This design comes from an exercise in tuning for small area, a short achievable clock period and few clock cycles on the open sky130 flow, not from production work. RTL that was checked went through simulation tests only; none was proved equivalent to the original. The RTL of runs 1 to 4, 6 and 7 was laid out without a check of its function. Power and IR drop assume default switching activity.

<file path="flow/design.v">
`default_nettype none
package axiAhbPkg;
    localparam int AddrWidth    = 32;
    localparam int DataWidth    = 32;
    localparam int IdWidth      = 4;
    localparam int MaxBeats     = 16;
    localparam int BeatIdxWidth = 4;
    typedef enum logic [1:0]
    {
        OKAY   = 2'd0,
        SLVERR = 2'd2
    } axiResp_e;
    typedef enum logic [1:0]
    {
        IDLE   = 2'd0,
        NONSEQ = 2'd2
    } ahbTrans_e;
    typedef enum logic [2:0]
    {
        BYTE = 3'd0,
        HALF = 3'd1,
        WORD = 3'd2
    } axiSize_e;
    typedef struct packed
    {
        logic [IdWidth-1:0]      id;
        logic [AddrWidth-1:0]    addr;
        logic [BeatIdxWidth-1:0] len;
        axiSize_e                size;
    } burstReq_t;
    typedef struct packed
    {
        logic [DataWidth-1:0] data;
        logic                 err;
    } readBeat_t;
endpackage
`default_nettype wire
`timescale 1ns/1ps
`default_nettype none
module axiToAhbBridge (
    input  wire         ACLK,
    input  wire         rst,
    input  wire         awValid,
    output logic        awReady,
    input  wire  [3:0]  awId,
    input  wire  [31:0] awAddr,
    input  wire  [3:0]  awLen,
    input  wire  [2:0]  awSize,
    input  wire         wValid,
    output logic        wReady,
    input  wire  [31:0] wData,
    input  wire         wLast,
    output logic        bValid,
    input  wire         bReady,
    output logic [3:0]  bId,
    output logic [1:0]  bResp,
    input  wire         arValid,
    output logic        arReady,
    input  wire  [3:0]  arId,
    input  wire  [31:0] arAddr,
    input  wire  [3:0]  arLen,
    input  wire  [2:0]  arSize,
    output logic        rValid,
    input  wire         rReady,
    output logic [3:0]  rId,
    output logic [31:0] rData,
    output logic [1:0]  rResp,
    output logic        rLast,
    output logic [31:0] hAddr,
    output logic        hWrite,
    output logic [2:0]  hSize,
    output logic [1:0]  hTrans,
    output logic [31:0] hWData,
    input  wire  [31:0] hRData,
    input  wire         hReady,
    input  wire         hResp
);
    logic [31:0] addr;       
    logic [3:0]  cnt;        
    logic [1:0]  size;
    logic [3:0]  id;
    logic        wr;         
    logic        err;        
    logic [31:0] data;       
    logic        idle;       
    logic        wsel;       
    logic        ap;         
    logic        dp;         
    logic        rp;         
    logic        wA;         
    logic        rA;         
    logic        rDp;        
    logic        rRp;        
    logic        wDpL;       
    logic        wRp;        
    logic        ldW;
    logic        ldR;
    logic [31:0] cAddr;
    logic [1:0]  cSize;
    logic [3:0]  cCnt;
    logic        issue;
    logic        accept;
    logic        dpDone;
    logic        respValid;
    logic        respReady;
    logic        apN;
    logic        dpN;
    logic        rpN;
    logic        wrN;
    assign wA   = ap && wr;
    assign rA   = ap && !wr;
    assign rDp  = dp && !wr;
    assign rRp  = rp && !wr;
    assign wDpL = dp && wr && !ap;
    assign wRp  = rp && wr;
    assign arReady = idle;
    assign awReady = wsel;
    assign ldR     = arValid && idle;
    assign ldW     = wsel;
    assign cAddr = ({32{idle}} & arAddr) | ({32{wsel}} & awAddr) | ({32{!(idle || wsel)}} & addr);
    assign cSize = ({2{idle}} & arSize[1:0]) | ({2{wsel}} & awSize[1:0]) | ({2{!(idle || wsel)}} & size);
    assign cCnt  = ({4{idle}} & arLen) | ({4{wsel}} & awLen) | ({4{!(idle || wsel)}} & cnt);
    assign issue  = ((wA || wsel) && wValid) || (rA && hReady && rReady) || ldR;
    assign accept = issue && hReady;
    assign dpDone = dp && hReady;
    assign hTrans = {issue, 1'b0};
    assign hAddr  = cAddr;
    assign hWrite = wsel || (!idle && wr);
    assign hSize  = {1'b0, cSize};
    assign hWData = data;
    assign wReady = (wA || wsel) && hReady;
    assign bValid = wRp || (wDpL && hReady);
    assign bId    = id;
    assign bResp  = {err || (dp && hResp), 1'b0};
    assign rValid = rRp || (rDp && hReady);
    assign rId    = id;
    assign rData  = (rp || wr) ? data : hRData;
    assign rResp  = {rp ? err : hResp, 1'b0};
    assign rLast  = !ap;
    logic [11:0] incAddr;
    logic [3:0]  decCnt;
    assign incAddr = cAddr[11:0] + (12'd1 << cSize);
    assign decCnt  = cCnt - 4'd1;
    assign respValid = bValid || rValid;
    assign respReady = wr ? bReady : rReady;
    assign wrN = wsel || (!idle && wr);
    assign apN = (ap || ldR || wsel) && !(accept && (cCnt == 4'd0));
    assign dpN = accept || (dp && !hReady);
    assign rpN = respValid && !respReady;
    always_ff @(posedge ACLK)
    begin
        if (rst)
        begin
            idle <= 1'b1;
            wsel <= 1'b0;
            ap   <= 1'b0;
            dp   <= 1'b0;
            rp   <= 1'b0;
        end
        else
        begin
            idle <= !(apN || dpN || rpN) && !(idle && awValid && !arValid);
            wsel <= idle && awValid && !arValid;
            ap   <= apN;
            dp   <= dpN;
            rp   <= rpN;
        end
    end
    always_ff @(posedge ACLK)
    begin
        data <= wReady ? wData : rData;
    end
    always_ff @(posedge ACLK)
    begin
        addr[31:12] <= cAddr[31:12];
        addr[11:0]  <= accept ? incAddr : cAddr[11:0];
        cnt         <= accept ? decCnt : cCnt;
        size        <= cSize;
        wr <= wrN;
        if (idle || wsel)
            id <= wsel ? awId : arId;
        err <= !(idle || wsel) && (wr ? bResp[1] : rResp[1]);
    end
endmodule
`default_nettype wire
</file>
<file path="flow/flow/run.sh">
#!/bin/bash
set -euo pipefail
export BUFFER_PORTS_ARGS="-buffer_cell sky130_fd_sc_hd__buf_1"
export CTS_ARGS="-sink_clustering_enable -repair_clock_nets -dont_use_dummy_load -buf_list sky130_fd_sc_hd__clkbuf_8 -root_buf sky130_fd_sc_hd__clkbuf_8"
if ! bash standard.sh finish > make_finish.log 2>&1; then
  tail -50 make_finish.log
  exit 1
fi
</file>
<file path="flow/standard.sh">
#!/bin/bash
# synth_recipe.tcl (not shown) runs the flow's synth.tcl, then flattens the netlist and writes it again
# the make line also repeats each setting of config.mk as NAME=value (left out here)
make -C /OpenROAD-flow-scripts/flow DESIGN_CONFIG=/design/flow/config.mk WORK_HOME=/design/flow/orfs CLKGATE_MAP_FILE= SYNTH_SCRIPT=/design/flow/synth_recipe.tcl "${@:-finish}"
</file>
<file path="flow/config.mk">
export PLATFORM = sky130hd
export DESIGN_NAME = axiToAhbBridge
export DESIGN_NICKNAME = axiToAhbBridge
export VERILOG_FILES = /design/flow/design.v
export SDC_FILE = /design/flow/constraint.sdc
export NUM_CORES = 4
export LEC_CHECK = 0
export CAP_MARGIN = 20
export CORE_MARGIN = 2
export CORE_UTILIZATION = 55
export PLACE_DENSITY = 0.7
export SETUP_SLACK_MARGIN = 2.76
export SLEW_MARGIN = 20
</file>
<file path="flow/constraint.sdc">
create_clock -name core_clock -period 5.5 [get_ports {ACLK}]
set_input_delay 1.1000 -clock core_clock [delete_from_list [all_inputs] [get_ports {ACLK}]]
set_output_delay 1.1000 -clock core_clock [all_outputs]
set_load 0.01 [all_outputs]
</file>
==> run summary, run 1 <==
xor/xnor share of the synthesized area under 10%; Fill cells roughly 360; Post-Syn Instances ~390; Required @ worst endpoint around 4400 ps; Post-synth EDFFs 4; gr ovfl total 0; vias between 4000 and 5000; Synth Flop Type dfxtp_1; Skew-Pair Late Insertion Delay between 300 and 400 ps; CP max stage cell a22o_1; largest net degree at the start of global routing 47; r2r startpoint idle; Pwr Density around 370 nW/µm²; cell chain of the critical path buf_1 > a22o_1 > a21oi_2 > inv_1 > buf_2; largest family of logic cells by synthesized area multiplexers; Routed Wire Length roughly 14 mm; sequential share of the synthesized area 43.1%; ANT nets after route 0; non-filler cells, final about 800; most frequent cells in the layout buf_1 (224), dfxtp_1 (74), nand2_1 (53), mux2_2 (42), buf_4 (34); Crit Path Class in2out; Detailed Routing Iterations Pass 1 4; fmax between 300 and 400 MHz; reg-to-reg critical path endpoint addr[6]; Post-Synth Adder-Cell Area between 2 and 2.5%; asr flop ratio synth 0%; Netlist cell types 43; RSZ-0062 raised after global routing true; initial DRC count 170; Residual DRC 0; CTS tree yes; Post-Syn Area 3850 µm²; Die H 87.7 µm; Hold Crit Start addr[24]; vias in the first global route 3823; vias per cell about 5.4; most common cell after layout, fill and taps aside buf_1; final setup fails 0; Period Utilization, post-route between 50% and 60%; H-Tree Level Count 3; fin area slightly below 6000 µm²; CP arrival approximately 1700 ps; Hold Path Class reg2reg; CP Buf/Inv Count 3; Hold Crit Endpoint addr[24]; Synth Register Bits between 80 and 90; global placer's final weighted congestion roughly 0.84; CTS sink count 81; Slew Limit Fails 0; reg2reg path depth 12; Register Area about 1700 µm²; Synth Area in Compound Gates about 14%; post-synthesis mux area share between 20% and 30%; root buf cell clkbuf_8; leakage power approximately 2.6 nW; # port buffers 272; Final Util 86.6%; worst vdd ir 0.213 mV; post-synthesis simple-gate area fraction about a tenth; delay-heaviest family, CP compound AO/OA/AOI/OAI gates; multi-input logic area around 2300 µm²; GRT busiest layer met2; final hold violations 0; initial core utilization 56.7%; status no timing/DRC/antenna violations; post-detail-place hpwl 8.96 mm; P&R area growth vs syn 52.6%; Post-DP Area 4900 µm²; M2 GR Usage 57.0%; reg2reg setup slack roughly 2900 ps; Cells after DPL roughly 730; Tmin final around 2800 ps; met3 Use GR under 10%; startpoint class of the critical path primary input; DIE AREA roughly 7700 µm²; CP Max Fanout 2; CP max stage delay approximately 230 ps; Min Hold Slack 444 ps; core region area roughly 6800 µm²; first-pass GRT wire length approximately 19 mm; max_cap viols 0; IO Count 280; syn avg cell area about 10 µm²; CTS clk-pin slew, worst paths approximately 80 ps; CP Capture Type output pin; initial antenna violation count 3; clk buf depth 2; synth warn 1; TritonCTS buffer count 9; M1 GR Usage between 30% and 40%; gr usage total between 30 and 40%; layout cell share with drive strength beyond 1 between 30 and 40%; nets 850; drt wl/cell ~18 µm; Core Rows 30; WHS Path Cells 2; skew final ~24 ps; die width slightly below 90 µm; post-route setup TNS 0 ps
## stage by stage
stage	worst slack (ps)	total power [mW]
after floorplan	2560	1.31
after global placement	2150	1.52
after detailed placement	2130	1.55
after CTS	2660	1.99
after global routing	2600	2.27
final	2660	2.16
## layer usage
layer / vias up / wire (µm) / share of wire [%]
met1: 1985 / 5340 / 37
met2: 238 / 7290 / 51
li1: 1940 / - / -
met5: - / 29 / 0.20
met4: 4 / 704 / 4.9
met3: 56 / 1020 / 7.1
## state kept, by name (all words and copies together), names as in the netlist, 2 cells and up
register / cells
cnt: 4
data: 32
id: 4
size: 2
addr: 32
## worst reg2reg max path, stage by stage (launching register included)
cell	delay, ps
dfxtp_1	430
buf_12	280
a22o_1	220
a21oi_2	50
buf_4	140
buf_6	110
nor2_4	110
ha_4	220
nor2b_1	130
o21a_1	190
o211ai_1	350
nand2b_4	220
xnor2_2	110
## worst max path at each step
stage,to,from,slack (ps),depth (start not counted)
floorplan,addr[6],arSize[1],2560,12
global placement,wReady,hReady,2150,4
detailed placement,wReady,hReady,2130,4
CTS,hAddr[1],arAddr[1],2660,5
global route,addr[6],arSize[1],2600,13
finish,hAddr[8],arAddr[8],2660,5
## repair_timing
item                                    in CTS  in global routing
setup buffers                               21                 13
endpoints found under the setup margin      78                 66
hold buffers                                 0                  0
gates cloned                                 3                  2
pin swaps                                   14                 22
resized for setup                           45                122
## report_power, final
group	switching (mW)	internal [mW]
clock	0.185	0.147
combinational	0.532	0.488
sequential	0.0636	0.739
total	0.781	1.37
## Yosys cell counts (all sizes together), types with 3 or more instances
cell    instances  area [µm²]
a211oi          3        22.5
a21o            4        30.0
a21oi          13        65.1
a22o            7        61.3
a22oi          33         262
buf            26         150
clkbuf          5        18.8
dfxtp          77        1540
edfxtp          4         120
ha              6        75.1
inv            17        63.8
mux2           70         788
nand2          58         218
nor2           14        55.1
nor2b           3        18.8
nor3            4        30.0
o211ai          3        22.5
o21ai           7        46.3
xnor2           7        61.3
xor2            5        43.8
## kinds of logic (layout without fill, tap and decap cells)
logic type               Yosys count  in the layout
XOR/XNOR                          12             12
adder cells (fa/ha/maj)            7              7
AO/OA/AOI/OAI                     75             75
multiplexers                      72             72
buffers and inverters             48            340
AND/OR/NAND/NOR                   89             90
other                              1              5
flip-flops                        81             81
## final cells by class
class	instances	area share [%]
antenna	1	0.0425
tap	96	2.04
multi-input combinational	260	39.2
timing repair buffer	314	27.1
inverter	17	1.13
sequential	81	28.4
clock buffer	9	2.11
==> inputs of run 2 (changes only) <==
--- a/flow/design.v
+++ b/flow/design.v
@@ -139,7 +139,9 @@
     assign rLast  = !ap;
     logic [11:0] incAddr;
     logic [3:0]  decCnt;
-    assign incAddr = cAddr[11:0] + (12'd1 << cSize);
+    logic [2:0] incLow;
+    assign incLow  = {1'b0, cAddr[1:0]} + {1'b0, cSize == 2'd1, cSize == 2'd0};
+    assign incAddr = {cAddr[11:2] + {9'd0, incLow[2] || (cSize == 2'd2)}, incLow[1:0]};
     assign decCnt  = cCnt - 4'd1;
     assign respValid = bValid || rValid;
     assign respReady = wr ? bReady : rReady;
--- a/flow/config.mk
+++ b/flow/config.mk
@@ -9,5 +9,5 @@
 export CORE_MARGIN = 2
 export CORE_UTILIZATION = 55
 export PLACE_DENSITY = 0.7
-export SETUP_SLACK_MARGIN = 2.76
+export SETUP_SLACK_MARGIN = 2.65
 export SLEW_MARGIN = 20
==> run 2 against run 1 <==
Compared with the run above: still clean; critical endpoint is now wReady; first-iteration DRC count decreased by 24%; clock skew down 2.3 ps; final cell count up 1.7%; synthesized area is 2.2% lower; largest power group is now sequential cells; critical path depth is the same; critical path type unchanged; sequential cell count unchanged; largest cell class unchanged; die area down 2.1%.
==> run summary, run 2 <==
Post-Syn Instances between 400 and 500; vias in the first global route 3524; vias 4033; TritonCTS buffer count 9; M1 WL 4.62 mm; CP Capture Type output pin; commonest cells in the synthesized netlist nor2_1 (106), dfxtp_1 (77), nand2_1 (64), mux2_2 (37), a22oi_1 (33); layout cell share with drive strength beyond 1 approximately 14%; CTS sink count slightly above 80; Cells after DPL around 770; CP Max Fanout 35; sequential share of the synthesized area 44.1%; Final Util between 70 and 80%; Period Utilization, post-route between 50% and 60%; Worst-Margin Slew slightly below 700 ps; synth warn 1; leakage power approximately 2.2 nW; internal power 1.20 mW; Pwr Density between 300 and 400 nW/µm²; clk buf depth 2; Synth top area share 40.9%; status no timing/DRC/antenna violations; Post-DP Area about 4800 µm²; initial antenna violation count 0; highest layer used for signal routing met4; met3 WL 657 µm; root buf cell clkbuf_8; first-pass GRT wire length between 15 and 20 mm; IO Count 280; Synth Flop Type dfxtp_1; RSZ-0062 raised after global routing true; Routed Wire Length roughly 12 mm; Core Rows 30; Tmin final between 2000 and 3000 ps; startpoint class of the critical path primary input; die width around 87 µm; H-Tree Level Count 3; gr usage total 29.2%; CP max stage cell buf_12; post-route setup TNS 0 ps; initial core utilization a little under three fifths; Crit Path Class in2out; Comb pwr share a little over 40%; Die H between 80 and 90 µm; CTS tree yes; Clk pwr share roughly 17%; Netlist cell types 45; Post-synth EDFFs 4; final hold violations 0; Synth Register Bits between 80 and 90; ANT nets after route 0; Tot Pwr between 1.5 and 2 mW; most frequent cells in the layout buf_1 (270), nor2_1 (102), dfxtp_1 (76), nand2_1 (60), mux2_2 (37); CTS clk-pin slew, worst paths about 80 ps; most common cell after layout, fill and taps aside buf_1; largest net degree at the start of global routing 50; fmax between 300 and 400 MHz; asr flop ratio synth 0%; Hold Path Class reg2reg; core region area ~6700 µm²; Largest regs addr (32), data (32); Required @ worst endpoint 4400 ps; Slew Limit Fails 0; final setup fails 0; worst vdd ir 0.215 mV; switching fraction of total power 36.7%; Fill cells 491; skew final about 22 ps; max_cap viols 0; Detailed Routing Iterations Pass 1 4; vias per cell ~5; # port buffers roughly 270; sequential fraction of design power a little over two fifths; fin area about 5300 µm²; P&R area growth vs syn 39.5%; WL met2 between 6 and 7 mm; drt wl/cell 14.9 µm; Post-Syn Area between 3000 and 4000 µm²; post-detail-place hpwl about 8.6 mm; CP arrival ~1800 ps; relative slew slack 54.5%; Area contributors post-synth dfxtp_1 (41%), mux2_2 (11%), nor2_1 (11%); DIE AREA 7530 µm²; cell chain of the critical path buf_4 > nand2_2 > buf_12 > clkinv_16 > buf_1; CP max stage delay 160 ps; top-count cell post-synth nor2_1; syn avg cell area approximately 8.6 µm²; Residual DRC 0; Net Sw Power approximately 700 µW; nets between 800 and 900; Skew-Pair Late Insertion Delay 340 ps; largest area contributor in the netlist dfxtp_1; global placer's final weighted congestion between 0.8 and 0.9; gr ovfl total 0; initial DRC count between 100 and 150; n_diodes 0; non-filler cells, final 791
-- run 2: cell count changes in the layout (fill, tap and decap cells not counted), moves of 9 or more --
cell      change
buf_1        +46
mux2_4       -28
clkbuf_2     -17
a22oi_1      +10
nor2_1       +93
buf_4        -19
buf_6         -9
buf_2        -20
-- run 2: what timing repair did --
item	4_1_cts	5_1_grt
resized for setup	27	18
setup endpoints to repair	67	50
hold buffers	0	0
cloned	2	1
buffers inserted	8	5
pin swaps	8	6
-- run 2: layout make-up --
| type | instances | area (µm²) | share of cell area [%] |
|---|---|---|---|
| flip-flops and latches | 81 | 1660 | 31.6 |
| clock buffers | 9 | 124 | 2.36 |
| inverters | 11 | 67.6 | 1.28 |
| well taps | 80 | 100 | 1.90 |
| repair buffers | 292 | 1270 | 24.1 |
| multi-input cells | 318 | 2040 | 38.7 |
-- run 2: kinds of logic after synthesis --
family                   count (synthesis)  synth area share, %
AO/OA/AOI/OAI                           67                 12.9
XOR/XNOR                                11                 2.56
adder cells (fa/ha/maj)                  6                 2.19
buffers and inverters                   44                 5.51
flip-flops                              81                 44.1
multiplexers                            40                 11.9
other                                    1               0.0995
AND/OR/NAND/NOR                        189                 20.8
-- run 2: path summary, 6_finish.rpt --
path            start        to  slack, ps  cells past startpoint
max            hReady    wReady       2600                      5
min reg2reg  addr[21]  addr[21]        450                      2
min          addr[21]  addr[21]        450                      2
max reg2reg      idle  addr[11]       2780                     14
-- run 2: power groups by stage --
stage               Sequential [mW]  Combinational [mW]  Clock (mW)
detailed placement            0.806               0.692           0
finish                        0.802               0.776       0.323
CTS                           0.800               0.745       0.330
global route                  0.817               0.851       0.365
global placement              0.801               0.676           0
floorplan                     0.816               0.445           0
-- run 2: through the flow --
step | hold WS [ps] | worst slack, ps
4_1_cts | 449 | 2570
3_5_place_dp | 430 | 1910
6_report | 449 | 2600
3_3_place_gp | 430 | 1900
2_1_floorplan | 456 | 2360
5_1_grt | 458 | 2460
-- run 2: routing by layer --
metal | up-vias | global-route usage (%)
met5 | - | 0
met4 | 0 | 6.82
met3 | 14 | 6.86
met2 | 166 | 54.2
met1 | 1826 | 34.0
li1 | 2027 | -
-- run 2: worst max-delay path, delay by kind of cell --
kind / cells / cell delay [ps]
simple gates: 1 / 110
buf+inv: 4 / 570
==> inputs of run 3 (changes only) <==
--- a/flow/config.mk
+++ b/flow/config.mk
@@ -7,7 +7,7 @@
 export LEC_CHECK = 0
 export CAP_MARGIN = 20
 export CORE_MARGIN = 2
-export CORE_UTILIZATION = 55
-export PLACE_DENSITY = 0.7
+export CORE_UTILIZATION = 70
+export PLACE_DENSITY = 0.8
 export SETUP_SLACK_MARGIN = 2.65
 export SLEW_MARGIN = 20
==> run 3 against run 2 <==
Compared with the run above: the run now fails in 3_2_place_iop; synthesized area did not move; synthesized cell count did not move.
==> run summary, run 3 <==
Core Rows 26; Synth Flop Type dfxtp_1; commonest cells in the synthesized netlist nor2_1 (106), dfxtp_1 (77), nand2_1 (64), mux2_2 (37), a22oi_1 (33); largest area contributor in the netlist dfxtp_1; sequential share of the synthesized area ~44%; top-count cell post-synth nor2_1; asr flop ratio synth 0%; Synth top area share 40.9%; Post-Syn Instances approximately 440; Area contributors post-synth dfxtp_1 (41%), mux2_2 (11%), nor2_1 (11%); Die H roughly 77 µm; Synth Register Bits between 80 and 90; status stopped before the end; syn avg cell area approximately 8.6 µm²; stage reached 3_2_place_iop; die width between 70 and 80 µm; Post-Syn Area about 3800 µm²; Error [ERROR PPL-0024] Number of IO pins (280) exceeds maximum number of available positions (270). Increase the die perimeter from 309.50um to 380.80um.; Post-synth EDFFs 4; Netlist cell types 45; initial core utilization around three quarters; synth warn 1
==> run 3: cell counts after synthesis <==
Identical to the previous run, type by type.
==> run 3: kinds of logic after synthesis <==
logic type                 share of synthesized area (%)
buffers and inverters                               5.51
AOI/OAI and AO/OA                                   12.9
muxes                                               11.9
other                                             0.0995
adders and majority gates                           2.19
and+or+nand+nor                                     20.8
xor gates and xnor gates                            2.56
DFF                                                 44.1
==> inputs of run 4 (changes only) <==
--- a/flow/design.v
+++ b/flow/design.v
@@ -84,6 +84,9 @@
     logic [31:0] data;       
     logic        idle;       
     logic        wsel;       
+    logic        busy;       
+    logic        rSel;       
+    logic        wDpL;       
     logic        ap;         
     logic        dp;         
     logic        rp;         
@@ -91,7 +94,6 @@
     logic        rA;         
     logic        rDp;        
     logic        rRp;        
-    logic        wDpL;       
     logic        wRp;        
     logic        ldW;
     logic        ldR;
@@ -111,15 +113,14 @@
     assign rA   = ap && !wr;
     assign rDp  = dp && !wr;
     assign rRp  = rp && !wr;
-    assign wDpL = dp && wr && !ap;
     assign wRp  = rp && wr;
     assign arReady = idle;
     assign awReady = wsel;
     assign ldR     = arValid && idle;
     assign ldW     = wsel;
-    assign cAddr = ({32{idle}} & arAddr) | ({32{wsel}} & awAddr) | ({32{!(idle || wsel)}} & addr);
-    assign cSize = ({2{idle}} & arSize[1:0]) | ({2{wsel}} & awSize[1:0]) | ({2{!(idle || wsel)}} & size);
-    assign cCnt  = ({4{idle}} & arLen) | ({4{wsel}} & awLen) | ({4{!(idle || wsel)}} & cnt);
+    assign cAddr = ({32{idle}} & arAddr) | ({32{wsel}} & awAddr) | ({32{busy}} & addr);
+    assign cSize = ({2{idle}} & arSize[1:0]) | ({2{wsel}} & awSize[1:0]) | ({2{busy}} & size);
+    assign cCnt  = ({4{idle}} & arLen) | ({4{wsel}} & awLen) | ({4{busy}} & cnt);
     assign issue  = ((wA || wsel) && wValid) || (rA && hReady && rReady) || ldR;
     assign accept = issue && hReady;
     assign dpDone = dp && hReady;
@@ -134,7 +135,7 @@
     assign bResp  = {err || (dp && hResp), 1'b0};
     assign rValid = rRp || (rDp && hReady);
     assign rId    = id;
-    assign rData  = (rp || wr) ? data : hRData;
+    assign rData  = rSel ? data : hRData;
     assign rResp  = {rp ? err : hResp, 1'b0};
     assign rLast  = !ap;
     logic [11:0] incAddr;
@@ -155,6 +156,9 @@
         begin
             idle <= 1'b1;
             wsel <= 1'b0;
+            busy <= 1'b0;
+            rSel <= 1'b0;
+            wDpL <= 1'b0;
             ap   <= 1'b0;
             dp   <= 1'b0;
             rp   <= 1'b0;
@@ -163,6 +167,9 @@
         begin
             idle <= !(apN || dpN || rpN) && !(idle && awValid && !arValid);
             wsel <= idle && awValid && !arValid;
+            busy <= apN || dpN || rpN;
+            rSel <= rpN || wrN;
+            wDpL <= dpN && wrN && !apN;
             ap   <= apN;
             dp   <= dpN;
             rp   <= rpN;
--- a/flow/config.mk
+++ b/flow/config.mk
@@ -7,7 +7,7 @@
 export LEC_CHECK = 0
 export CAP_MARGIN = 20
 export CORE_MARGIN = 2
-export CORE_UTILIZATION = 70
-export PLACE_DENSITY = 0.8
+export CORE_UTILIZATION = 55
+export PLACE_DENSITY = 0.7
 export SETUP_SLACK_MARGIN = 2.65
 export SLEW_MARGIN = 20
==> run 4 against run 3 <==
Compared with the run above: the run now finishes clean; synthesized area barely moved; synthesized cell count down 21%.
==> run summary, run 4 <==
initial core utilization a little under three fifths; IO Count 280; CTS sink count 84; CP Max Fanout 2; Largest regs addr (32), data (32); skew final approximately 17 ps; nets a little over 800; Worst-Margin Slew approximately 640 ps; Period Utilization, post-route approximately 54%; CP arrival roughly 1900 ps; Hold Path Class reg2reg; vias in the first global route ~3500; Core Rows 30; largest net degree at the start of global routing 33; relative slew slack 57.6%; core region area about 6700 µm²; leakage power between 2 and 2.5 nW; fin worst setup slack approximately 2500 ps; clk buf depth 2; gr ovfl total 0; synth warn 1; final hold violations 0; Fill cells ~490; die width between 80 and 90 µm; Routed Wire Length roughly 12 mm; Pwr Density about 360 nW/µm²; initial antenna violation count 0; drt wl/cell ~17 µm; asr flop ratio synth 0%; CTS tree yes; most common cell after layout, fill and taps aside buf_1; Post-Syn Instances between 300 and 400; DIE AREA about 7500 µm²; RSZ-0062 raised after global routing true; post-route setup TNS 0 ps; Register Area roughly 1700 µm²; status no timing/DRC/antenna violations; P&R area growth vs syn 41.0%; H-Tree Level Count 3; final setup fails 0; Post-Syn Area around 3800 µm²; ANT nets after route 0; Synth Register Bits 84; global placer's final weighted congestion 0.807; Final Util 79.1%; worst vdd ir about 0.25 mV; # port buffers roughly 270; sequential share of the synthesized area 45.7%; Synth Flop Type dfxtp_1; fin area around 5300 µm²; initial DRC count between 200 and 300; Netlist cell types 43; Slew Limit Fails 0; root buf cell clkbuf_8; most frequent cells in the layout buf_1 (250), dfxtp_1 (76), mux2_2 (64), buf_4 (38), inv_1 (34); Detailed Routing Iterations Pass 1 6; Min Hold Slack 460 ps; startpoint class of the critical path primary input; layout cell share with drive strength beyond 1 25.4%; post-detail-place hpwl roughly 8.7 mm; Synth top area share 42.5%; gr usage total 28.7%; Die H 86.8 µm; # hold bufs at CTS 0; DP Worst Slack approximately 2200 ps; Skew-Pair Late Insertion Delay about 340 ps; top-count cell post-synth dfxtp_1; first-pass GRT wire length between 15 and 20 mm; Area contributors post-synth dfxtp_1 (43%), mux2_2 (19%), a222oi_1 (8.8%); fmax ~340 MHz; n_diodes 0; vias 3857; Tmin final ~3000 ps; Post-synth EDFFs 4; commonest cells in the synthesized netlist dfxtp_1 (80), mux2_2 (64), inv_1 (37), a222oi_1 (33), nand2_1 (16); Required @ worst endpoint 4400 ps; max_cap viols 0; Crit Path Class in2out; largest area contributor in the netlist dfxtp_1; Post-DP Area between 4000 and 5000 µm²; Residual DRC 0; vias per cell approximately 5.4; TritonCTS buffer count 9; CTS clk-pin slew, worst paths roughly 90 ps; syn avg cell area approximately 11 µm²; CP Capture Type output pin; multi-input logic area 1810 µm²
==> run 4: kinds of logic (layout without fill, tap and decap cells) <==
kind of cell	count (synthesis)	count (layout)	share of synthesized area (%)
DFF	84	84	45.7
muxes	71	71	21.2
buffers and inverters	69	359	8.64
AOI/OAI and AO/OA	61	61	14.2
and+or+nand+nor	42	42	5.45
xor gates and xnor gates	11	11	2.56
adders and majority gates	6	6	2.19
other	1	4	0.0996
==> run 4: cell type report <==
cell class,count,area share [%]
Tap cell,80,1.88
Multi-Input combinational cell,195,34.1
Inverter,38,2.78
Clock buffer,9,2.33
Sequential cell,84,32.7
Timing Repair Buffer,312,26.2
==> run 4: metrics by stage <==
step	std cells	power, mW
after floorplan	348	1.22
after global placement	674	1.41
after detailed placement	674	1.42
after CTS	707	1.84
after global routing	718	2.02
final	718	1.92
==> run 4: where the power goes <==
group | internal, mW | leakage (nW) | total (mW) | switching (mW)
combinational | 0.362 | 1.43 | 0.750 | 0.389
sequential | 0.751 | 0.715 | 0.827 | 0.0767
clock | 0.147 | 0.0647 | 0.338 | 0.191
==> run 4: critical path, cell delays in order <==
cell	delay (ps)
buf_1	70
a222oi_1	340
buf_4	200
inv_4	40
buf_6	110
==> run 4: final timing paths <==
| kind | from | endpoint | slack, ps | cells past startpoint |
|---|---|---|---|---|
| setup / recovery | arAddr[7] | hAddr[7] | 2540 | 5 |
| setup reg to reg | idle | addr[11] | 2760 | 14 |
| hold / removal | addr[28] | addr[28] | 460 | 2 |
| hold reg to reg | addr[28] | addr[28] | 460 | 2 |
==> run 4: per-layer routing <==
metal	share of wire (%)	up-vias	GRT usage [%]
met5	0	-	0
met4	2.3	0	11.1
met3	8.4	25	7.43
met2	53	209	52.4
met1	36	1800	31.8
li1	-	1823	-
==> run 4: repair_timing <==
action | CTS | global route
pin swaps | 14 | 26
setup buffers | 24 | 11
setup endpoints to repair | 62 | 34
resized for setup | 17 | 35
hold endpoints to repair | 0 | 0
==> inputs of run 5 (changes only) <==
--- a/flow/design.v
+++ b/flow/design.v
@@ -34,6 +34,46 @@
         logic                 err;
     } readBeat_t;
 endpackage
+`default_nettype wire
+`timescale 1ns/1ps
+`default_nettype none
+module bridgeNand2 (
+    input  wire  a,
+    input  wire  b,
+    output logic y
+);
+    assign y = !(a && b);
+endmodule
+module bridgeNand3 (
+    input  wire  a,
+    input  wire  b,
+    input  wire  c,
+    output logic y
+);
+    assign y = !(a && b && c);
+endmodule
+module bridgeSel3 #(
+    parameter int Width = 1
+) (
+    input  wire  [Width-1:0] d0,
+    input  wire  [Width-1:0] d1,
+    input  wire  [Width-1:0] d2,
+    input  wire              s0,
+    input  wire              s1,
+    input  wire              s2,
+    output logic [Width-1:0] y
+);
+    for (genvar i = 0; i < Width; i++)
+    begin : gBit
+        logic n0;
+        logic n1;
+        logic n2;
+        bridgeNand2 uN0 (.a(s0), .b(d0[i]), .y(n0));
+        bridgeNand2 uN1 (.a(s1), .b(d1[i]), .y(n1));
+        bridgeNand2 uN2 (.a(s2), .b(d2[i]), .y(n2));
+        bridgeNand3 uY  (.a(n0), .b(n1), .c(n2), .y(y[i]));
+    end
+endmodule
 `default_nettype wire
 `timescale 1ns/1ps
 `default_nettype none
@@ -118,8 +158,8 @@
     assign awReady = wsel;
     assign ldR     = arValid && idle;
     assign ldW     = wsel;
-    assign cAddr = ({32{idle}} & arAddr) | ({32{wsel}} & awAddr) | ({32{busy}} & addr);
-    assign cSize = ({2{idle}} & arSize[1:0]) | ({2{wsel}} & awSize[1:0]) | ({2{busy}} & size);
+    bridgeSel3 #(.Width(32)) uSelAddr (.d0(arAddr), .d1(awAddr), .d2(addr), .s0(idle), .s1(wsel), .s2(busy), .y(cAddr));
+    bridgeSel3 #(.Width(2)) uSelSize (.d0(arSize[1:0]), .d1(awSize[1:0]), .d2(size), .s0(idle), .s1(wsel), .s2(busy), .y(cSize));
     assign cCnt  = ({4{idle}} & arLen) | ({4{wsel}} & awLen) | ({4{busy}} & cnt);
     assign issue  = ((wA || wsel) && wValid) || (rA && hReady && rReady) || ldR;
     assign accept = issue && hReady;
--- a/flow/config.mk
+++ b/flow/config.mk
@@ -11,3 +11,5 @@
 export PLACE_DENSITY = 0.7
 export SETUP_SLACK_MARGIN = 2.65
 export SLEW_MARGIN = 20
+export SYNTH_HIERARCHICAL = 1
+export SYNTH_MINIMUM_KEEP_SIZE = 0
==> run 5 against run 4 <==
Compared with the run above: final cell count up 7.8%; critical endpoint is now hTrans[1]; final area fell by 3.4%; via count increased by 1.6%; global-route usage down 2.7 points; largest cell class unchanged; clock skew grew 3.5 ps; critical path type unchanged; sequential power decreased by 4.5%; wire length is 9.5% lower; sequential cell count unchanged; fmax rose by 4.7%; die area grew 2.9%.
==> run summary, run 5 <==
status no timing/DRC/antenna violations; CP Capture Type output pin; initial core utilization about 57%; Residual DRC 0; vias per cell between 5 and 6; asr flop ratio synth 0%; skew final approximately 20 ps; met3 Use GR 6.03%; DIE AREA between 7000 and 8000 µm²; largest area contributor in the netlist dfxtp_1; CP arrival about 1700 ps; P&R area growth vs syn 32.2%; leakage power between 2 and 2.5 nW; CP Buf/Inv Count 2; Min Hold Slack between 400 and 500 ps; startpoint class of the critical path primary input; CP max stage cell and3b_2; vias in the first global route ~3500; synth warn 7; die width between 80 and 90 µm; Largest regs addr (32), data (32); internal power about 1.1 mW; Detailed Routing Iterations Pass 1 4; CTS sink count 84; Tot Pwr between 1.5 and 2 mW; vias 3920; Slew Limit Fails 0; r2r startpoint wsel; # port buffers between 200 and 300; nets approximately 850; Hold Crit Endpoint addr[30]; Net Sw Power about 600 µW; relative slew slack between 50 and 60%; Post-Syn Area slightly below 4000 µm²; IO Count 280; first-pass GRT wire length roughly 15 mm; post-detail-place hpwl roughly 8.4 mm; max_cap viols 0; Worst-Margin Slew approximately 630 ps; fmax ~350 MHz; Comb pwr share roughly a third; initial DRC count ~120; gr usage total 26.0%; sequential share of the synthesized area between 40% and 50%; commonest cells in the synthesized netlist nand2_1 (127), dfxtp_1 (80), mux2_2 (64), nand3_1 (37), buf_4 (10); reg2reg path depth 12; switching fraction of total power roughly 35%; Required @ worst endpoint around 4400 ps; top-count cell post-synth nand2_1; WP depth 5; RSZ-0062 raised after global routing true; CP Max Fanout 2; syn avg cell area between 9 and 10 µm²; most frequent cells in the layout buf_1 (269), nand2_1 (125), dfxtp_1 (79), mux2_2 (64), nand3_1 (34); n_diodes 0; drt wl/cell roughly 14 µm; Synth Register Bits 84; Clk pwr share approximately a fifth; worst vdd ir 0.229 mV; Core Rows 30; CTS tree yes; M2 GR Usage 44.8%; Netlist cell types 42; global placer's final weighted congestion ~0.80; Cells after DPL ~760; delay-heaviest family, CP simple AND/OR/NAND/NOR gates; reg2reg setup slack about 2900 ps; GRT busiest layer met2; most common cell after layout, fill and taps aside buf_1; Area contributors post-synth dfxtp_1 (41%), mux2_2 (19%), nand2_1 (12%); WHS Path Cells 2; CTS clk-pin slew, worst paths about 60 ps; CP max stage delay ~220 ps; Post-Syn Instances 409; Post-synth EDFFs 4; gr ovfl total 0; non-filler cells, final about 770; largest net degree at the start of global routing 45; sequential fraction of design power between 40% and 50%; layout cell share with drive strength beyond 1 14.7%; M1 GR Usage 30.1%; Routed Wire Length approximately 11 mm; post-CTS setup buffers 0; Crit Path Class in2out; Die H around 88 µm; Skew-Pair Late Insertion Delay roughly 340 ps; post-route setup TNS 0 ps; TritonCTS buffer count 9; ANT nets after route 0; Hold Crit Start addr[30]; root buf cell clkbuf_8; reg-to-reg critical path endpoint addr[8]; cell chain of the critical path buf_1 > and3b_2 > nand2_1 > nand2_1 > buf_1; Pwr Density about 340 nW/µm²; Hold Path Class reg2reg; clk buf depth 2; Period Utilization, post-route 51.3%; core region area 6830 µm²; Synth top area share between 40% and 50%; H-Tree Level Count 3; Synth Flop Type dfxtp_1; final hold violations 0; Tmin final 2820 ps; final setup fails 0; initial antenna violation count 0
## run 5: changes by cell type in the layout (fill, tap and decap cells not counted), moves of 3 or more
cell | before | now
nand3_1 | 0 | 34
dfxtp_1 | 76 | 79
buf_4 | 38 | 2
a21oi_1 | 6 | 2
clkbuf_2 | 14 | 2
a222oi_1 | 33 | 3
inv_1 | 34 | 8
nand2_1 | 14 | 125
buf_1 | 250 | 269
dfxtp_4 | 4 | 1
buf_6 | 8 | 2
a22oi_2 | 3 | 0
## run 5: per-module statistics from Yosys, one instance, submodules excluded, excerpt
module          area, µm²  cells  flip-flops and latches
bridgeNand3          5.00      1                       0
axiToAhbBridge       3330    273                      84
bridgeNand2          3.75      1                       0
## run 5: metrics by stage
step                setup WS, ps  utilization, %  area [µm²]
floorplan                   2680               -        3910
global placement            2350            72.4        4940
detailed placement          2340            72.4        4940
CTS                         2470            74.2        5070
global route                2650            75.1        5130
finish                      2680            75.1        5130
## run 5: worst max-delay path by stage
stage,startpoint,to
final,rReady,hTrans[1]
after global routing,hReady,wReady
after CTS,hReady,wReady
after detailed placement,hReady,wReady
after global placement,hReady,wReady
after floorplan,awSize[1],addr[8]
## run 5: power groups by stage
stage / registers (mW) / clock network (mW) / logic [mW]
6_report: 0.790 / 0.333 / 0.610
3_5_place_dp: 0.803 / 0 / 0.605
5_1_grt: 0.802 / 0.366 / 0.675
2_1_floorplan: 0.834 / 0 / 0.370
4_1_cts: 0.790 / 0.343 / 0.608
3_3_place_gp: 0.800 / 0 / 0.592
## run 5: cell type report
| type | instances | area (µm²) |
|---|---|---|
| Clock buffer | 9 | 124 |
| Fill cell | 587 | 1700 |
| Inverter | 8 | 30.0 |
| Multi-Input combinational cell | 299 | 2020 |
| Sequential cell | 84 | 1730 |
| Tap cell | 96 | 120 |
| Timing Repair Buffer | 278 | 1110 |
## run 5: per-layer routing
layer	part of all wire [%]	wire, µm
met5	0	0
met4	3.3	363
met3	7.0	761
met2	50	5490
met1	39	4290
## run 5: cell families after synthesis
family          after synthesis  share of synthesized area, %
simple gates                187                          21.1
flops                        84                          44.3
mux                          71                          20.5
buf+inv                      29                          4.58
compound gates               20                          4.74
xor+xnor                     11                          2.48
fa+ha+maj                     6                          2.13
other cells                   1                        0.0966
## run 5: repair_timing
action / CTS / global route
setup endpoints to repair: 39 / 19
hold buffers: 0 / 0
resized for setup: 2 / 12
gates cloned: 0 / 1
## run 5: worst reg2reg max path: cells and delay by family, from the launching register on
family / cells / cell delay, ps
AOI/OAI and AO/OA: 1 / 160
xor gates and xnor gates: 1 / 150
adders and majority gates: 4 / 940
buffers and inverters: 1 / 280
DFF: 1 / 460
and+or+nand+nor: 5 / 480
Testbench counts of run 5, summed over its fixed seeds: cycles 19,428.
==> inputs of run 6 (changes only) <==
--- a/flow/design.v
+++ b/flow/design.v
@@ -51,6 +51,24 @@
     output logic y
 );
     assign y = !(a && b && c);
+endmodule
+module bridgeAo3 (
+    input  wire  a0,
+    input  wire  a1,
+    input  wire  b0,
+    input  wire  b1,
+    input  wire  b2,
+    input  wire  c0,
+    input  wire  c1,
+    output logic y
+);
+    logic na;
+    logic nb;
+    logic nc;
+    bridgeNand2 uNa (.a(a0), .b(a1), .y(na));
+    bridgeNand3 uNb (.a(b0), .b(b1), .c(b2), .y(nb));
+    bridgeNand2 uNc (.a(c0), .b(c1), .y(nc));
+    bridgeNand3 uY  (.a(na), .b(nb), .c(nc), .y(y));
 endmodule
 module bridgeSel3 #(
     parameter int Width = 1
@@ -127,6 +145,8 @@
     logic        busy;       
     logic        rSel;       
     logic        wDpL;       
+    logic        wIss;       
+    logic        rIss;       
     logic        ap;         
     logic        dp;         
     logic        rp;         
@@ -161,7 +181,7 @@
     bridgeSel3 #(.Width(32)) uSelAddr (.d0(arAddr), .d1(awAddr), .d2(addr), .s0(idle), .s1(wsel), .s2(busy), .y(cAddr));
     bridgeSel3 #(.Width(2)) uSelSize (.d0(arSize[1:0]), .d1(awSize[1:0]), .d2(size), .s0(idle), .s1(wsel), .s2(busy), .y(cSize));
     assign cCnt  = ({4{idle}} & arLen) | ({4{wsel}} & awLen) | ({4{busy}} & cnt);
-    assign issue  = ((wA || wsel) && wValid) || (rA && hReady && rReady) || ldR;
+    bridgeAo3 uIssue (.a0(wIss), .a1(wValid), .b0(rIss), .b1(hReady), .b2(rReady), .c0(idle), .c1(arValid), .y(issue));
     assign accept = issue && hReady;
     assign dpDone = dp && hReady;
     assign hTrans = {issue, 1'b0};
@@ -169,7 +189,7 @@
     assign hWrite = wsel || (!idle && wr);
     assign hSize  = {1'b0, cSize};
     assign hWData = data;
-    assign wReady = (wA || wsel) && hReady;
+    assign wReady = wIss && hReady;
     assign bValid = wRp || (wDpL && hReady);
     assign bId    = id;
     assign bResp  = {err || (dp && hResp), 1'b0};
@@ -199,6 +219,8 @@
             busy <= 1'b0;
             rSel <= 1'b0;
             wDpL <= 1'b0;
+            wIss <= 1'b0;
+            rIss <= 1'b0;
             ap   <= 1'b0;
             dp   <= 1'b0;
             rp   <= 1'b0;
@@ -210,6 +232,8 @@
             busy <= apN || dpN || rpN;
             rSel <= rpN || wrN;
             wDpL <= dpN && wrN && !apN;
+            wIss <= (apN && wrN) || (idle && awValid && !arValid);
+            rIss <= apN && !wrN;
             ap   <= apN;
             dp   <= dpN;
             rp   <= rpN;
==> run 6 against run 5 <==
Compared with the run above: still clean; core utilization down 0.13 points; clock skew shrank 2.5 ps; sequential power is 2% higher; non-clock buffer count unchanged; clock power barely moved; hold slack gained 2.1 ps; fmax shrank 1.4%; die area shrank 1.4%; worst setup slack got worse by 40 ps; via count decreased by 0.54%; critical endpoint is now wReady; highest routed layer unchanged.
==> run summary, run 6 <==
status no timing/DRC/antenna violations; CP Max Fanout 17; CP Buf/Inv Count 4; IO Count 280; largest net degree at the start of global routing 39; vias 3899; Worst-Margin Slew roughly 640 ps; Detailed Routing Iterations Pass 1 4; Area contributors post-synth dfxtp_1 (43%), mux2_2 (19%), nand2_1 (12%); Hold Path Class reg2reg; Largest regs addr (32), data (32); H-Tree Level Count 3; Post-Syn Instances 405; most frequent cells in the layout buf_1 (270), nand2_1 (121), dfxtp_1 (80), mux2_2 (65), nand3_1 (37); Fill cells approximately 560; CP startpoint hReady; initial DRC count approximately 140; vias per cell between 5 and 6; relative slew slack 57.3%; Comb pwr share between 30 and 40%; r2r startpoint wsel; synth warn 7; commonest cells in the synthesized netlist nand2_1 (122), dfxtp_1 (82), mux2_2 (65), nand3_1 (39), inv_1 (10); final setup fails 0; P&R area growth vs syn 32.5%; Clk pwr share 19.6%; # hold bufs at CTS 0; Tmin final approximately 2900 ps; M1 WL about 4.6 mm; n_diodes 0; Register Area approximately 1800 µm²; layout cell share with drive strength beyond 1 between 10% and 20%; Routed Wire Length between 10 and 15 mm; asr flop ratio synth 0%; CP max stage delay 180 ps; reg2reg path depth 12; CTS sink count between 80 and 90; clk buf depth 2; DP Worst Slack about 2400 ps; drt wl/cell ~15 µm; Die H ~90 µm; Skew-Pair Late Insertion Delay roughly 330 ps; die width approximately 90 µm; reg2reg setup slack 2920 ps; syn avg cell area around 9.4 µm²; post-CTS setup buffers 0; max_cap viols 0; # port buffers 272; nets 845; top-count cell post-synth nand2_1; highest layer used for signal routing met4; Hold Crit Endpoint addr[28]; Netlist cell types 39; RSZ-0062 raised after global routing true; Hold Crit Start addr[28]; leakage power ~2.1 nW; sequential share of the synthesized area a little under half; CP arrival roughly 1800 ps; largest area contributor in the netlist dfxtp_1; met3 WL between 600 and 700 µm; Period Utilization, post-route between 50% and 60%; worst vdd ir ~0.26 mV; TritonCTS buffer count 9; Net Sw Power slightly below 600 µW; CP max stage cell buf_12; initial core utilization between 50 and 60%; first-pass GRT wire length ~17 mm; Crit Path Class in2out; Post-Syn Area about 3800 µm²; Slew Limit Fails 0; gr usage total about 29%; Core Rows 30; DIE AREA approximately 7600 µm²; CTS clk-pin slew, worst paths around 70 ps; root buf cell clkbuf_8; internal power approximately 1.1 mW; final hold violations 0; switching fraction of total power between 30% and 40%; skew final 17.9 ps; Required @ worst endpoint 4400 ps; Tot Pwr 1.71 mW; global placer's final weighted congestion 0.834; WL met2 between 5 and 6 mm; gr ovfl total 0; fin worst setup slack 2640 ps; vias in the first global route 3675; most common cell after layout, fill and taps aside buf_1; Synth Register Bits between 80 and 90; Synth Flop Type dfxtp_1; post-detail-place hpwl 8.98 mm; CTS tree yes; ANT nets after route 0; post-route setup TNS 0 ps; multi-input logic area between 1500 and 2000 µm²; fmax ~350 MHz; Residual DRC 0; WHS Path Cells 2; Pwr Density about 340 nW/µm²; cell chain of the critical path buf_2 > nand2_2 > buf_12 > inv_1 > clkbuf_2; core region area approximately 6800 µm²; sequential fraction of design power around 47%; Synth top area share 42.9%; CP Capture Type output pin; initial antenna violation count 0; reg-to-reg critical path endpoint addr[10]; startpoint class of the critical path primary input; delay-heaviest family, CP buffers and inverters; Post-synth EDFFs 4
-- run 6: layout make-up --
class                      count  share of cell area, %
inverter                      11                  0.815
clock buffer                   9                   2.45
sequential                    86                   34.9
tap                           80                   1.98
multi-input combinational    293                   38.1
timing repair buffer         278                   21.8
-- run 6: worst max-delay path by stage --
stage,slack (ps),end,cells past startpoint
2_1_floorplan,2670,addr[10],10
3_3_place_gp,2440,wReady,5
3_5_place_dp,2410,wReady,5
4_1_cts,2560,wReady,5
5_1_grt,2620,wReady,5
6_report,2640,wReady,5
-- run 6: worst reg2reg max path, cell delays in order, from the launching register on --
cell,delay [ps]
dfxtp_4,470
buf_4,330
nand2_1,120
nand3_2,100
nor2_1,60
ha_1,180
fa_1,350
a21o_1,160
ha_1,200
ha_1,230
nand3_1,100
nor2_1,60
xnor2_1,110
-- run 6: power by group through the flow --
| stage | sequential (mW) | clock (mW) | combinational [mW] |
|---|---|---|---|
| 2_1_floorplan | 0.846 | 0 | 0.326 |
| 6_report | 0.808 | 0.334 | 0.566 |
| 3_5_place_dp | 0.819 | 0 | 0.559 |
| 4_1_cts | 0.808 | 0.342 | 0.562 |
| 3_3_place_gp | 0.815 | 0 | 0.547 |
| 5_1_grt | 0.821 | 0.371 | 0.626 |
-- run 6: timing repair --
item,in CTS,in global routing
pin swaps,0,0
cloned,0,1
gates resized for setup,4,7
endpoints found under the setup margin,39,13
-- run 6: stage by stage --
stage	utilization [%]	hold slack, ps	cells	area, µm²
2_1_floorplan	-	486	408	3840
3_3_place_gp	72.4	448	747	4890
3_5_place_dp	72.4	453	747	4890
4_1_cts	74.3	473	756	5020
5_1_grt	75.0	493	757	5070
6_report	75.0	470	757	5070
-- run 6: routing by layer --
metal  vias up  global-route usage [%]
met2       171                    50.7
met5         -                       0
met3        24                    6.45
met1      1795                    33.4
li1       1909                       -
met4         0                    11.6
-- run 6: per-module statistics from Yosys, one instance, submodules excluded, a selection --
module / flip-flops and latches / cells inside / cell area [µm²]
bridgeNand2: 0 / 1 / 3.75
axiToAhbBridge: 86 / 265 / 3250
bridgeNand3: 0 / 1 / 5.00
-- run 6: cells by family after synthesis --
family	synth area share (%)
and+or+nand+nor	21.0
DFF	46.1
muxes	21.1
buffers and inverters	4.02
AOI/OAI and AO/OA	2.95
xor gates and xnor gates	2.52
adders and majority gates	2.16
other	0.0981
==> inputs of run 7 (changes only) <==
--- a/flow/design.v
+++ b/flow/design.v
@@ -51,6 +51,21 @@
     output logic y
 );
     assign y = !(a && b && c);
+endmodule
+module bridgeAnd2 (
+    input  wire  a,
+    input  wire  b,
+    output logic y
+);
+    assign y = a && b;
+endmodule
+module bridgeAo21 (
+    input  wire  a,
+    input  wire  b0,
+    input  wire  b1,
+    output logic y
+);
+    assign y = a || (b0 && b1);
 endmodule
 module bridgeAo3 (
     input  wire  a0,
@@ -90,6 +105,24 @@
         bridgeNand2 uN1 (.a(s1), .b(d1[i]), .y(n1));
         bridgeNand2 uN2 (.a(s2), .b(d2[i]), .y(n2));
         bridgeNand3 uY  (.a(n0), .b(n1), .c(n2), .y(y[i]));
+    end
+endmodule
+module bridgeSel2 #(
+    parameter int Width = 1
+) (
+    input  wire  [Width-1:0] d0,
+    input  wire  [Width-1:0] d1,
+    input  wire              s0,
+    input  wire              s1,
+    output logic [Width-1:0] y
+);
+    for (genvar i = 0; i < Width; i++)
+    begin : gBit
+        logic n0;
+        logic n1;
+        bridgeNand2 uN0 (.a(s0), .b(d0[i]), .y(n0));
+        bridgeNand2 uN1 (.a(s1), .b(d1[i]), .y(n1));
+        bridgeNand2 uY  (.a(n0), .b(n1), .y(y[i]));
     end
 endmodule
 `default_nettype wire
@@ -181,21 +214,29 @@
     bridgeSel3 #(.Width(32)) uSelAddr (.d0(arAddr), .d1(awAddr), .d2(addr), .s0(idle), .s1(wsel), .s2(busy), .y(cAddr));
     bridgeSel3 #(.Width(2)) uSelSize (.d0(arSize[1:0]), .d1(awSize[1:0]), .d2(size), .s0(idle), .s1(wsel), .s2(busy), .y(cSize));
     assign cCnt  = ({4{idle}} & arLen) | ({4{wsel}} & awLen) | ({4{busy}} & cnt);
-    bridgeAo3 uIssue (.a0(wIss), .a1(wValid), .b0(rIss), .b1(hReady), .b2(rReady), .c0(idle), .c1(arValid), .y(issue));
+    assign issue  = (wIss && wValid) || (rIss && hReady && rReady) || ldR;
     assign accept = issue && hReady;
     assign dpDone = dp && hReady;
-    assign hTrans = {issue, 1'b0};
+    logic hTransNs;
+    bridgeAo3 uHTrans (.a0(wIss), .a1(wValid), .b0(rIss), .b1(hReady), .b2(rReady), .c0(idle), .c1(arValid), .y(hTransNs));
+    assign hTrans = {hTransNs, 1'b0};
     assign hAddr  = cAddr;
     assign hWrite = wsel || (!idle && wr);
     assign hSize  = {1'b0, cSize};
     assign hWData = data;
-    assign wReady = wIss && hReady;
-    assign bValid = wRp || (wDpL && hReady);
+    logic wrTake;
+    assign wrTake = wIss && hReady;
+    bridgeAnd2 uWReady (.a(wIss), .b(hReady), .y(wReady));
+    logic bVal;
+    assign bVal = wRp || (wDpL && hReady);
+    bridgeAo21 uBValid (.a(wRp), .b0(wDpL), .b1(hReady), .y(bValid));
     assign bId    = id;
     assign bResp  = {err || (dp && hResp), 1'b0};
-    assign rValid = rRp || (rDp && hReady);
+    logic rVal;
+    assign rVal = rRp || (rDp && hReady);
+    bridgeAo21 uRValid (.a(rRp), .b0(rDp), .b1(hReady), .y(rValid));
     assign rId    = id;
-    assign rData  = rSel ? data : hRData;
+    bridgeSel2 #(.Width(32)) uSelRData (.d0(data), .d1(hRData), .s0(rSel), .s1(!rSel), .y(rData));
     assign rResp  = {rp ? err : hResp, 1'b0};
     assign rLast  = !ap;
     logic [11:0] incAddr;
@@ -204,7 +245,7 @@
     assign incLow  = {1'b0, cAddr[1:0]} + {1'b0, cSize == 2'd1, cSize == 2'd0};
     assign incAddr = {cAddr[11:2] + {9'd0, incLow[2] || (cSize == 2'd2)}, incLow[1:0]};
     assign decCnt  = cCnt - 4'd1;
-    assign respValid = bValid || rValid;
+    assign respValid = bVal || rVal;
     assign respReady = wr ? bReady : rReady;
     assign wrN = wsel || (!idle && wr);
     assign apN = (ap || ldR || wsel) && !(accept && (cCnt == 4'd0));
@@ -241,7 +282,7 @@
     end
     always_ff @(posedge ACLK)
     begin
-        data <= wReady ? wData : rData;
+        data <= wrTake ? wData : rData;
     end
     always_ff @(posedge ACLK)
     begin
==> run 7 against run 6 <==
Compared with the run above: clock power rose by 1%; core utilization up 0.25 points; synthesized area rose by 0.72%; die area up 0.69%; worst setup slack gained 96 ps; critical endpoint is now hAddr[8]; highest routed layer is now met5.
==> run summary, run 7 <==
Crit Path Class in2out; die width 87.7 µm; # hold bufs at CTS 0; Post-Syn Instances 470; clk buf depth 2; DIE AREA slightly below 8000 µm²; leakage power 2.20 nW; switching fraction of total power between 30% and 40%; initial core utilization a little under three fifths; initial DRC count 189; met3 Use GR between 10% and 20%; startpoint class of the critical path primary input; commonest cells in the synthesized netlist nand2_1 (215), dfxtp_1 (82), nand3_1 (40), mux2_2 (37), buf_4 (9); CP arrival around 1700 ps; CP max stage cell buf_1; vias per cell 5.07; M1 GR Usage between 30 and 40%; cell mode on critical path buf_1; nets 914; root buf cell clkbuf_8; Netlist cell types 35; Synth Flop Type dfxtp_1; Fill cells 550; H-Tree Level Count 3; GRT busiest layer met2; Post-Syn Area roughly 3900 µm²; Die H between 80 and 90 µm; max_cap viols 0; Core Rows 30; reg2reg setup slack between 2000 and 3000 ps; CP max stage delay 220 ps; multi-input logic area roughly 2000 µm²; vias about 4300; CP Buf/Inv Count 2; Required @ worst endpoint between 4000 and 5000 ps; fmax about 360 MHz; sequential fraction of design power 50.0%; Clk pwr share between 20% and 30%; Synth top area share 42.6%; layout cell share with drive strength beyond 1 8.45%; internal power ~1.0 mW; Routed Wire Length approximately 13 mm; Register Area ~1800 µm²; CP Max Fanout 4; sequential share of the synthesized area about 46%; M2 GR Usage 50.2%; skew final 22.7 ps; Worst-Margin Slew 950 ps; delay-heaviest family, CP buffers and inverters; Pwr Density 296 nW/µm²; post-detail-place hpwl between 9 and 10 mm; Synth Register Bits 86; initial antenna violation count 9; first-pass GRT wire length between 15 and 20 mm; Detailed Routing Iterations Pass 1 6; TritonCTS buffer count 9; relative slew slack roughly 37%; Slew Limit Fails 0; asr flop ratio synth 0%; core region area about 6800 µm²; ANT nets after route 0; CTS tree yes; drt wl/cell 15.1 µm; post-route setup TNS 0 ps; Residual DRC 0; top-count cell post-synth nand2_1; cell chain of the critical path buf_1 > nand2_1 > nand3_1 > buf_1; most common cell after layout, fill and taps aside buf_1; largest area contributor in the netlist dfxtp_1; Post-synth EDFFs 4; syn avg cell area around 8.2 µm²; synth warn 7; vias in the first global route ~3700; largest net degree at the start of global routing 46; Area contributors post-synth dfxtp_1 (43%), nand2_1 (21%), mux2_2 (11%); Skew-Pair Late Insertion Delay 340 ps; CTS clk-pin slew, worst paths approximately 80 ps; most frequent cells in the layout buf_1 (271), nand2_1 (215), dfxtp_1 (80), nand3_1 (40), mux2_2 (37); Tmin final 2770 ps; gr ovfl total 0; global placer's final weighted congestion 0.831; Min Hold Slack ~470 ps; final hold violations 0; Hold Path Class reg2reg; Net Sw Power just under 500 µW; CTS sink count 86; CP Capture Type output pin; final setup fails 0; P&R area growth vs syn 32.7%; RSZ-0062 raised after global routing false; # port buffers approximately 270; Period Utilization, post-route 50.3%; IO Count 280; status no timing/DRC/antenna violations; Largest regs addr (32), data (32); worst vdd ir 0.175 mV; Comb pwr share between 20 and 30%; gr usage total a little under a third
-- run 7: repair_timing --
action,CTS,global route
buffers inserted,0,4
gates cloned,1,0
pin swaps,0,0
setup endpoints to repair,75,46
gates resized for setup,6,1
-- run 7: tightest hold or removal path: cells and delay by family (launching register included) --
family / cells / cell delay (ps)
AND/OR/NAND/NOR: 2 / 130
flip-flops: 1 / 310
-- run 7: metrics by stage --
stage               cells  power, mW  util (%)  cell area [µm²]  worst slack, ps
finish                848       1.51      75.2             5110             2730
global route          842       1.61      75.0             5100             2650
CTS                   838       1.51      74.5             5060             2650
detailed placement    828       1.18      72.4             4920             2050
global placement      828       1.17      72.4             4920             2120
floorplan             473       1.02         -             3870             2700
-- run 7: worst paths after layout --
| path | startpoint | end | depth (start not counted) |
|---|---|---|---|
| worst max-delay path | arAddr[8] | hAddr[8] | 4 |
| worst min-delay path | addr[29] | addr[29] | 2 |
| worst max register to register | wsel | addr[8] | 11 |
| worst min register to register | addr[29] | addr[29] | 2 |
-- run 7: cell families (layout without fill, tap and decap cells) --
kind of cell    Yosys count  in the layout  share of synthesized area [%]
simple gates            286            286                           30.8
flops                    86             86                           45.7
mux                      40             40                           11.6
buf+inv                  22            295                           3.54
compound gates           18             18                           3.61
xor+xnor                 11             11                           2.50
fa+ha+maj                 6              6                           2.14
other cells               1             10                         0.0974
-- run 7: Yosys stat by module, one instance, submodules excluded, a selection --
module          flip-flops and latches  area (µm²)
bridgeAo21                           0        7.51
axiToAhbBridge                      86        2900
bridgeNand3                          0        5.00
bridgeAnd2                           0        6.26
bridgeNand2                          0        3.75
-- run 7: layout make-up --
cell class | count | share of cell area [%]
sequential | 86 | 34.6
multi-input combinational | 365 | 38.5
inverter | 5 | 0.441
antenna | 6 | 0.294
clock buffer | 9 | 2.42
tap | 96 | 2.35
timing repair inverter | 1 | 0.147
timing repair buffer | 280 | 21.2
-- run 7: power groups by stage --
stage                     logic [mW]  clock network (mW)  registers [mW]
after floorplan                0.231                   0           0.789
after global placement         0.403                   0           0.766
after detailed placement       0.414                   0           0.769
after CTS                      0.417               0.340           0.756
after global routing           0.466               0.373           0.766
final                          0.420               0.338           0.757
-- run 7: metal layers --
metal  wire length (µm)  part of all wire, %
met3               1640                   13
met5                 77                 0.60
met2               5910                   46
met4                234                  1.8
met1               4920                   38
==> inputs of run 8 (changes only) <==
--- a/flow/design.v
+++ b/flow/design.v
@@ -105,24 +105,6 @@
         bridgeNand2 uN1 (.a(s1), .b(d1[i]), .y(n1));
         bridgeNand2 uN2 (.a(s2), .b(d2[i]), .y(n2));
         bridgeNand3 uY  (.a(n0), .b(n1), .c(n2), .y(y[i]));
-    end
-endmodule
-module bridgeSel2 #(
-    parameter int Width = 1
-) (
-    input  wire  [Width-1:0] d0,
-    input  wire  [Width-1:0] d1,
-    input  wire              s0,
-    input  wire              s1,
-    output logic [Width-1:0] y
-);
-    for (genvar i = 0; i < Width; i++)
-    begin : gBit
-        logic n0;
-        logic n1;
-        bridgeNand2 uN0 (.a(s0), .b(d0[i]), .y(n0));
-        bridgeNand2 uN1 (.a(s1), .b(d1[i]), .y(n1));
-        bridgeNand2 uY  (.a(n0), .b(n1), .y(y[i]));
     end
 endmodule
 `default_nettype wire
@@ -236,7 +218,7 @@
     assign rVal = rRp || (rDp && hReady);
     bridgeAo21 uRValid (.a(rRp), .b0(rDp), .b1(hReady), .y(rValid));
     assign rId    = id;
-    bridgeSel2 #(.Width(32)) uSelRData (.d0(data), .d1(hRData), .s0(rSel), .s1(!rSel), .y(rData));
+    assign rData  = rSel ? data : hRData;
     assign rResp  = {rp ? err : hResp, 1'b0};
     assign rLast  = !ap;
     logic [11:0] incAddr;
--- a/flow/config.mk
+++ b/flow/config.mk
@@ -9,7 +9,7 @@
 export CORE_MARGIN = 2
 export CORE_UTILIZATION = 55
 export PLACE_DENSITY = 0.7
-export SETUP_SLACK_MARGIN = 2.65
+export SETUP_SLACK_MARGIN = 2.82
 export SLEW_MARGIN = 20
 export SYNTH_HIERARCHICAL = 1
 export SYNTH_MINIMUM_KEEP_SIZE = 0
==> run 8 against run 7 <==
Compared with the run above: critical path depth shrank 1; hold slack got worse by 8.1 ps; register-to-register slack better by 250 ps; combinational power is about 10% higher; sequential share of layout area is 2.5 points lower; count of clock-buffer cells in the layout stayed put; clock skew up 1.9 ps; die area grew 0.27%; first-iteration DRC count fell by 30%; wire length fell by 3.8%; critical path type unchanged; largest cell class unchanged.
==> run summary, run 8 <==
asr flop ratio synth 0%; CP arrival 1620 ps; Detailed Routing Iterations Pass 1 4; leakage power roughly 2.4 nW; Tmin final 2720 ps; Die H about 88 µm; # hold bufs at CTS 0; Worst-Margin Slew roughly 900 ps; DP Worst Slack about 2500 ps; Required @ worst endpoint ~4400 ps; Pwr Density approximately 280 nW/µm²; CTS clk-pin slew, worst paths about 80 ps; Period Utilization, post-route around half; Core Rows 30; Skew-Pair Late Insertion Delay 340 ps; n_diodes 0; Fill cells 446; Synth Flop Type dfxtp_1; global placer's final weighted congestion approximately 0.84; max_cap viols 0; M1 GR Usage 32.8%; IO Count 280; Post-Syn Instances ~410; M2 GR Usage 48.7%; largest net degree at the start of global routing 34; Post-synth EDFFs 4; # port buffers approximately 270; RSZ-0062 raised after global routing true; final hold violations 0; Largest regs addr (32), data (32); Post-Syn Area between 3000 and 4000 µm²; first-pass GRT wire length approximately 17 mm; met3 Use GR between 5 and 6%; DIE AREA slightly below 8000 µm²; CP Max Fanout 2; Hold Path Class reg2reg; initial core utilization a little under three fifths; Cells after DPL ~760; H-Tree Level Count 3; non-filler cells, final about 780; initial DRC count between 100 and 150; Area contributors post-synth dfxtp_1 (43%), mux2_2 (19%), nand2_1 (12%); final setup fails 0; vias per cell slightly above 5; status no timing/DRC/antenna violations; syn avg cell area roughly 9.4 µm²; skew final 24.6 ps; commonest cells in the synthesized netlist nand2_1 (119), dfxtp_1 (82), mux2_2 (64), nand3_1 (40), buf_4 (9); drt wl/cell approximately 16 µm; worst vdd ir around 0.18 mV; core region area between 6000 and 7000 µm²; nets about 850; vias in the first global route 3677; post-route setup TNS 0 ps; Slew Limit Fails 0; CTS tree yes; CP Capture Type output pin; TritonCTS buffer count 9; GRT busiest layer met2; reg2reg setup slack a little over 3000 ps; initial antenna violation count 0; Crit Path Class in2out; ANT nets after route 0; CTS sink count between 80 and 90; gr usage total 27.7%; sequential share of the synthesized area 45.6%; Synth top area share a little over two fifths; vias 4014; most frequent cells in the layout buf_1 (232), nand2_1 (115), dfxtp_1 (79), mux2_2 (50); Synth Register Bits between 80 and 90; post-detail-place hpwl between 8 and 9 mm; relative slew slack 40.3%; die width slightly below 90 µm; Residual DRC 0; P&R area growth vs syn 42.8%; Tot Pwr roughly 1.6 mW; most common cell after layout, fill and taps aside buf_1; synth warn 7; largest area contributor in the netlist dfxtp_1; fin worst setup slack ~2800 ps; layout cell share with drive strength beyond 1 roughly 23%; Routed Wire Length between 10 and 15 mm; clk buf depth 2; fmax between 300 and 400 MHz; root buf cell clkbuf_8; Netlist cell types 37; top-count cell post-synth nand2_1; gr ovfl total 0; startpoint class of the critical path primary input
==> run 8: cell count changes after synthesis <==
cell      delta
buf_1        +3
clkbuf_1     +1
inv_1        -1
mux2_1       +5
mux2_2      +27
nand2_1     -96
==> run 8: metal layers <==
metal	vias up	part of all wire (%)
li1	1935	-
met1	1866	38
met2	185	52
met3	28	7.5
met4	0	2.9
met5	-	0
==> run 8: worst paths after layout <==
kind	start	to	cells past startpoint
min reg2reg	addr[30]	addr[30]	2
max reg2reg	idle	addr[9]	12
max	hRData[14]	rData[14]	3
min	addr[30]	addr[30]	2
==> run 8: logic make-up after synthesis <==
kind of cell,share of synthesized area (%)
and+or+nand+nor,21.3
muxes,20.9
AOI/OAI and AO/OA,3.60
other,0.0971
xor gates and xnor gates,2.49
DFF,45.6
buffers and inverters,3.82
adders and majority gates,2.14
==> run 8: timing repair <==
item | in CTS | in global routing
pin swaps | 0 | 1
endpoints found under the setup margin | 59 | 52
buffers inserted | 3 | 5
gates resized for setup | 42 | 73
cloned | 0 | 0
==> run 8: per-module statistics from Yosys, one instance, submodules excluded, a selection <==
module	flip-flops and latches	copies in the design	cells inside
bridgeAnd2	0	1	1
bridgeAo21	0	2	1
bridgeNand2	0	104	1
axiToAhbBridge	86	1	266
bridgeNand3	0	36	1
==> run 8: layout make-up <==
cell class	count	area (µm²)	area share, %
inverter	4	15.0	0.272
multi-input combinational	301	2140	38.8
timing repair buffer	285	1340	24.4
clock buffer	9	124	2.25
tap	96	120	2.18
sequential	86	1770	32.1
==> run 8: power breakdown <==
| part | total, mW | internal [mW] | switching (mW) |
|---|---|---|---|
| clock | 0.333 | 0.147 | 0.187 |
| combinational | 0.464 | 0.213 | 0.251 |
| sequential | 0.758 | 0.715 | 0.0434 |
| total | 1.56 | 1.07 | 0.481 |
==> run 8: critical path: stages <==
cell,delay (ps)
buf_1,100
mux2_2,280
clkbuf_2,140
==> run 8: through the flow <==
stage | hold WS [ps] | instance area (µm²) | utilization (%)
after floorplan | 499 | 3940 | -
after global routing | 479 | 5520 | 81.2
after CTS | 470 | 5260 | 77.4
after global placement | 447 | 4990 | 73.4
final | 466 | 5520 | 81.2
after detailed placement | 452 | 4990 | 73.4
Testbench counts of run 8, summed over its fixed seeds: cycles 19,428.

[static timing again, ports no longer ideal]
Ports are ideal in the flow. The routed layouts listed here were re-timed in OpenROAD.
Step 1: set_driving_cell puts a clkbuf_16 on ACLK and a buf_2 on each other input, an assumption about the parent block.
Step 2 adds t to the input delays and takes it off the output delays; t is the mean of the earliest and latest rising clock arrival at the registers after step 1. Input paths then give back, and output paths get back, about the clock's delay inside the block.
a / b / c = no drivers / after step 1 / after step 2; a / b = the first two.
| run | t (ns) | setup slack, ns | worst hold slack (ns) | worst setup path after step 2 | clock arrival spread, ns |
|---|---|---|---|---|---|
| run 1 | 0.366 | 2.655 / 2.632 / 2.332 | 0.444 / 0.444 / 0.444 | input to register | 0.025 / 0.024 |
| run 2 | 0.357 | 2.598 / 2.569 / 2.266 | 0.449 / 0.449 / 0.449 | input to register | 0.023 / 0.022 |
| run 4 | 0.367 | 2.544 / 2.504 / 2.216 | 0.460 / 0.460 / 0.460 | input to register | 0.022 / 0.022 |
| run 5 | 0.366 | 2.676 / 2.639 / 2.498 | 0.468 / 0.468 / 0.468 | input to register | 0.022 / 0.021 |
| run 6 | 0.358 | 2.637 / 2.596 / 2.520 | 0.470 / 0.470 / 0.470 | input to register | 0.018 / 0.018 |
| run 7 | 0.359 | 2.732 / 2.711 / 2.515 | 0.475 / 0.475 / 0.475 | input to register | 0.025 / 0.025 |
| run 8 | 0.358 | 2.780 / 2.747 / 2.612 | 0.466 / 0.466 / 0.466 | input to register | 0.028 / 0.027 |
After both steps every run listed still meets setup and hold. For run 2, which loses most, drivers alone change the setup slack by -0.029 ns; drivers and shift together by -0.332 ns.
